Source: an optimization exercise on an open RTL-to-GDS flow (aim: small area and a short achievable clock period). Production flows keep margins and buffers that such runs may drop.
Where RTL was checked, it was by simulation tests only, not by an equivalence proof against the original.
Power figures rest on the tool's default switching activity, not on a simulated workload.

==> flow/design.v (excerpt) <==
module lc3b_alu_pipe
(
    input  logic                    clk,
    input  logic                    arst_n,
    input  logic                    instr_valid,
    input  logic [16-1:0]   instr,
    input  logic                    flush,
    output logic                    wb_valid,
    output logic [3-1:0]  wb_dest,
    output logic [16-1:0]   wb_data,
    output logic [2:0]              cc
);
Size: ~1500 cells after synthesis, ~210 flip-flops, ~14000 µm² of cells after synthesis.
Settings: LEC_CHECK=0, CAP_MARGIN=20, CORE_MARGIN=2, CORE_UTILIZATION=55, CTS_CLUSTER_DIAMETER=80, CTS_CLUSTER_SIZE=24, PLACE_DENSITY=0.68, SETUP_SLACK_MARGIN=2.5, SLEW_MARGIN=20; clock period 7.0 ns.
standard.sh (not shown) runs the stock make flow with config.mk's settings and CLKGATE_MAP_FILE= SYNTH_SCRIPT=/design/flow/synth_recipe.tcl, a recipe that flattens the netlist after the stock synthesis.
==> flow/flow/run.sh <==
#!/bin/bash
# The standard layout, with the ports buffered by a plain buf_2 instead
# of the cell buffer_ports picks on its own (every port still gets a buffer),
# and gate sizing free to pick cells of another footprint.
set -euo pipefail
bash standard.sh "BUFFER_PORTS_ARGS=-buffer_cell sky130_fd_sc_hd__buf_2" MATCH_CELL_FOOTPRINT=0 finish > standard.log 2>&1
Next try:
==> flow/run.sh (new file) <==
#!/bin/bash
# synth_recipe.tcl (not shown) runs the flow's synth.tcl, then flattens the netlist and writes it again
# the make line also repeats each setting of config.mk as NAME=value (left out here)
make -C /OpenROAD-flow-scripts/flow DESIGN_CONFIG=/design/flow/config.mk WORK_HOME=/design/flow/orfs CLKGATE_MAP_FILE= SYNTH_SCRIPT=/design/flow/synth_recipe.tcl finish
CORE_UTILIZATION = 40   (was 55)
CTS_CLUSTER_DIAMETER = default   (was 80)
CTS_CLUSTER_SIZE = default   (was 24)
PLACE_DENSITY = default   (was 0.68)
SETUP_SLACK_MARGIN = 3.0   (was 2.5)
removed: flow/flow/run.sh
removed: flow/standard.sh
=> Area after synthesis is unchanged; critical path depth is lower by 1; die area is higher by well over a third; power is higher by about a fifth; routed wire length is higher by roughly a tenth; maximum frequency is higher by a few percent; global-route usage is lower by 6.3 points.
Next try:
CORE_UTILIZATION = 70   (was 40)
PLACE_DENSITY = 0.8   (was default)
SETUP_SLACK_MARGIN = 2.5   (was 3.0)
Outcome: Worst setup slack is worse by 0.22 ns. Sequential power is about the same. Via count falls slightly. Utilization rises by 29 points.
Next try:
CORE_UTILIZATION = 40   (was 70)
PLACE_DENSITY = default   (was 0.8)
TNS_END_PERCENT = 5   (was default)
Effect: Final cell count rose by 10%; die area rose by 73%; design area grows by 0.88%; maximum frequency is about the same; non-clock buffer count is lower by 6; worst setup slack degrades by 0.0071 ns; count of clock-buffer cells in the layout increases by 3; register-to-register slack barely changes; power falls by 0.52%.

* * *

## oak
Another version of the RTL of lc3b_alu_pipe (not shown whole).
Size in the first run: roughly 200 flip-flops, ~43 I/O pins, about 14000 um2 of cells after synthesis.
clock: 7.0 ns
lec_check: 0
cap_margin: 20
core_margin: 2
core_utilization: 40
slew_margin: 20
run.sh (not shown) runs the stock make flow with config.mk's settings and CLKGATE_MAP_FILE= SYNTH_SCRIPT=/design/flow/synth_recipe.tcl, a recipe that flattens the netlist after the stock synthesis.
Stock flow here: none of the scripts above is used.
Here is what was changed in the inputs of pine compared with oak.
Settings: SETUP_SLACK_MARGIN newly set to 2.5.
Min period utilization across pine and oak: pine
Of pine and oak, oak shows the lower number of clock buffers in the layout, with pine above it.
Between oak and pine, the cell count went up.
Total power: pine below oak
Going from oak to pine, the multi-input gate share of total cell area was found to have gone down by 0.24 points.
On proportion of cell area spent on the clock network: pine sits below oak.
Going from oak to pine, number of ordinary and repair buffers in the finished layout +86%, count of cells resized by post-cts repair saw an increase, wire length higher.
Min final area across pine and oak: oak
Inputs modified between pine and birch:
Settings: a change of SETUP_SLACK_MARGIN from 2.5 to 1.5.
==> summary.txt <==
Taking pine as the reference point, the fraction of layout cells with a size suffix above 1 of birch falls by 7.7 points. Compared with pine, birch is the more power-hungry design. Going from pine to birch, critical path depth grows by 4.8%. Wire length of the first global-routing pass, pine and birch, lower one = birch. The cell area power density of birch exceeds that of pine by about 7%. Summary of birch over pine: global placement routability congestion up 0.015; post-synthesis mux area share flat. Taking pine as the reference, in birch worst setup slack after layout shrank by 0.27 ns; amount of wire on met3 after detailed routing dropped about 18%; non-clock buffer count shows a reduction of 38%.
No run of this note included a check of the RTL's function; only the layout flow was run.

* * *

RTL: one of the versions met above, not the one the previous note started from.
For scale: ~1500 cells after synthesis, roughly 43 I/O pins, roughly 14000 sq um of cells after synthesis.
==> flow/config.mk <==
export PLATFORM = sky130hd
export DESIGN_NAME = lc3b_alu_pipe
export DESIGN_NICKNAME = lc3b_alu_pipe
export VERILOG_FILES = /design/flow/design.v
export SDC_FILE = /design/flow/constraint.sdc
export NUM_CORES = 4
export LEC_CHECK = 0
export CAP_MARGIN = 20
export CORE_MARGIN = 2
export CORE_UTILIZATION = 55
export CTS_BUF_LIST = sky130_fd_sc_hd__clkbuf_4 sky130_fd_sc_hd__clkbuf_8
export PLACE_DENSITY = 0.68
export SETUP_SLACK_MARGIN = 2.5
export SLEW_MARGIN = 20
==> flow/constraint.sdc <==
create_clock -name core_clock -period 7.0 [get_ports {clk}]
set_input_delay 1.4000 -clock core_clock [delete_from_list [all_inputs] [get_ports {clk}]]
set_output_delay 1.4000 -clock core_clock [all_outputs]
set_load 0.01 [all_outputs]
The baseline finished clean.
Change:
==> flow/flow/run.sh (new file) <==
#!/bin/bash
# The standard layout, with the ports buffered by a plain buf_2 instead
# of the cell buffer_ports picks on its own (every port still gets a buffer),
# and gate sizing free to pick cells of another footprint.
set -euo pipefail
bash standard.sh "BUFFER_PORTS_ARGS=-buffer_cell sky130_fd_sc_hd__buf_2" MATCH_CELL_FOOTPRINT=0 finish > standard.log 2>&1
==> flow/standard.sh (new file) <==
#!/bin/bash
# synth_recipe.tcl (not shown) runs the flow's synth.tcl, then flattens the netlist and writes it again
# the make line also repeats each setting of config.mk as NAME=value (left out here)
make -C /OpenROAD-flow-scripts/flow DESIGN_CONFIG=/design/flow/config.mk WORK_HOME=/design/flow/orfs CLKGATE_MAP_FILE= SYNTH_SCRIPT=/design/flow/synth_recipe.tcl "${@:-finish}"
CTS_BUF_LIST = unset   (was sky130_fd_sc_hd__clkbuf_4 sky130_fd_sc_hd__clkbuf_8)
CTS_CLUSTER_DIAMETER = 80   (was unset)
CTS_CLUSTER_SIZE = 24   (was unset)
SETUP_SLACK_MARGIN = 2.65   (was 2.5)
removed: flow/run.sh
Result: Global-route usage decreases by 0.31 points. Clock-buffer cell count shrinks by 30. Clock power fell by 31%. Setup slack gains 0.098 ns. Wire length is higher by 0.69%. Sequential share of layout area came out higher by 0.85 points. Critical path depth stays the same. Non-clock buffer count climbs by 10. Total power falls by 11%. Final cell count fell by 1.4%.
Change:
==> flow/flow/run.sh (replaced) <==
#!/bin/bash
# The standard layout, with the ports buffered by a plain buf_1 instead
# of the cell buffer_ports picks on its own (every port still gets a buffer).
set -euo pipefail
bash standard.sh "BUFFER_PORTS_ARGS=-buffer_cell sky130_fd_sc_hd__buf_1" finish > standard.log 2>&1
SETUP_SLACK_MARGIN = 2.5   (was 2.65)
What happened: The changed run produced a clean layout; cell area is about the same; cell count barely changes; global-route usage drops by 0.15 points.
Change:
==> flow/run.sh (new file) <==
#!/bin/bash
# synth_recipe.tcl (not shown) runs the flow's synth.tcl, then flattens the netlist and writes it again
# the make line also repeats each setting of config.mk as NAME=value (left out here)
make -C /OpenROAD-flow-scripts/flow DESIGN_CONFIG=/design/flow/config.mk WORK_HOME=/design/flow/orfs CLKGATE_MAP_FILE= SYNTH_SCRIPT=/design/flow/synth_recipe.tcl finish
SETUP_SLACK_MARGIN = 2.65   (was 2.5)
removed: flow/flow/run.sh
removed: flow/standard.sh
Effect: Via count is higher by 0.99%. Cell area is higher by 3.4%. Worst setup slack gets better by 0.15 ns. Utilization is higher by 2.1 points. Clock-buffer cell count is lower by 2.

## re-timing with driven ports
No port has a modelled driver above. Below, the same layouts with a new extraction and two added sets of constraints.
Step 1, drivers: a clkbuf_16 drives clk and a buf_2 each remaining input, both assumed.
Step 2 times the ports against the registers' clock, not the clock port: input delays grow and output delays shrink by t, the midpoint of the rising clock arrivals with the driver on.
a / b / c = no drivers / after step 1 / after step 2; a / b = the first two.
| run | shift t [ns] | slack for setup (ns) | worst setup path at the end | worst slew at a driven data input, ns |
|---|---|---|---|---|
| the first run of note 1 | 0.511 | 2.664 / 2.664 / 2.664 | register to register | 0.04 |
| the second run of note 1 | 0.550 | 2.829 / 2.829 / 2.582 | input to register | 0.03 |
| the third run of note 1 | 0.540 | 2.611 / 2.611 / 2.195 | input to register | 0.04 |
| the fourth run of note 1 | 0.538 | 2.604 / 2.604 / 2.254 | input to register | 0.04 |
| oak | 0.546 | 0.723 / 0.723 / 0.723 | register to register | 0.04 |
| pine | 0.549 | 1.926 / 1.926 / 1.926 | register to register | 0.04 |
| birch | 0.546 | 1.660 / 1.660 / 1.660 | register to register | 0.04 |
| the first run of note 3 | 0.596 | 2.628 / 2.628 / 2.189 | input to register | 0.04 |
| the second run of note 3 | 0.514 | 2.726 / 2.726 / 2.726 | register to register | 0.03 |
| the third run of note 3 | 0.514 | 2.578 / 2.578 / 2.578 | register to register | 0.04 |
| the fourth run of note 3 | 0.508 | 2.729 / 2.729 / 2.286 | input to register | 0.04 |
After both steps setup and hold are still met in every run listed. For the fourth run of note 3, which loses most, drivers alone change the setup slack by 0.000 ns; drivers and shift together by -0.443 ns.
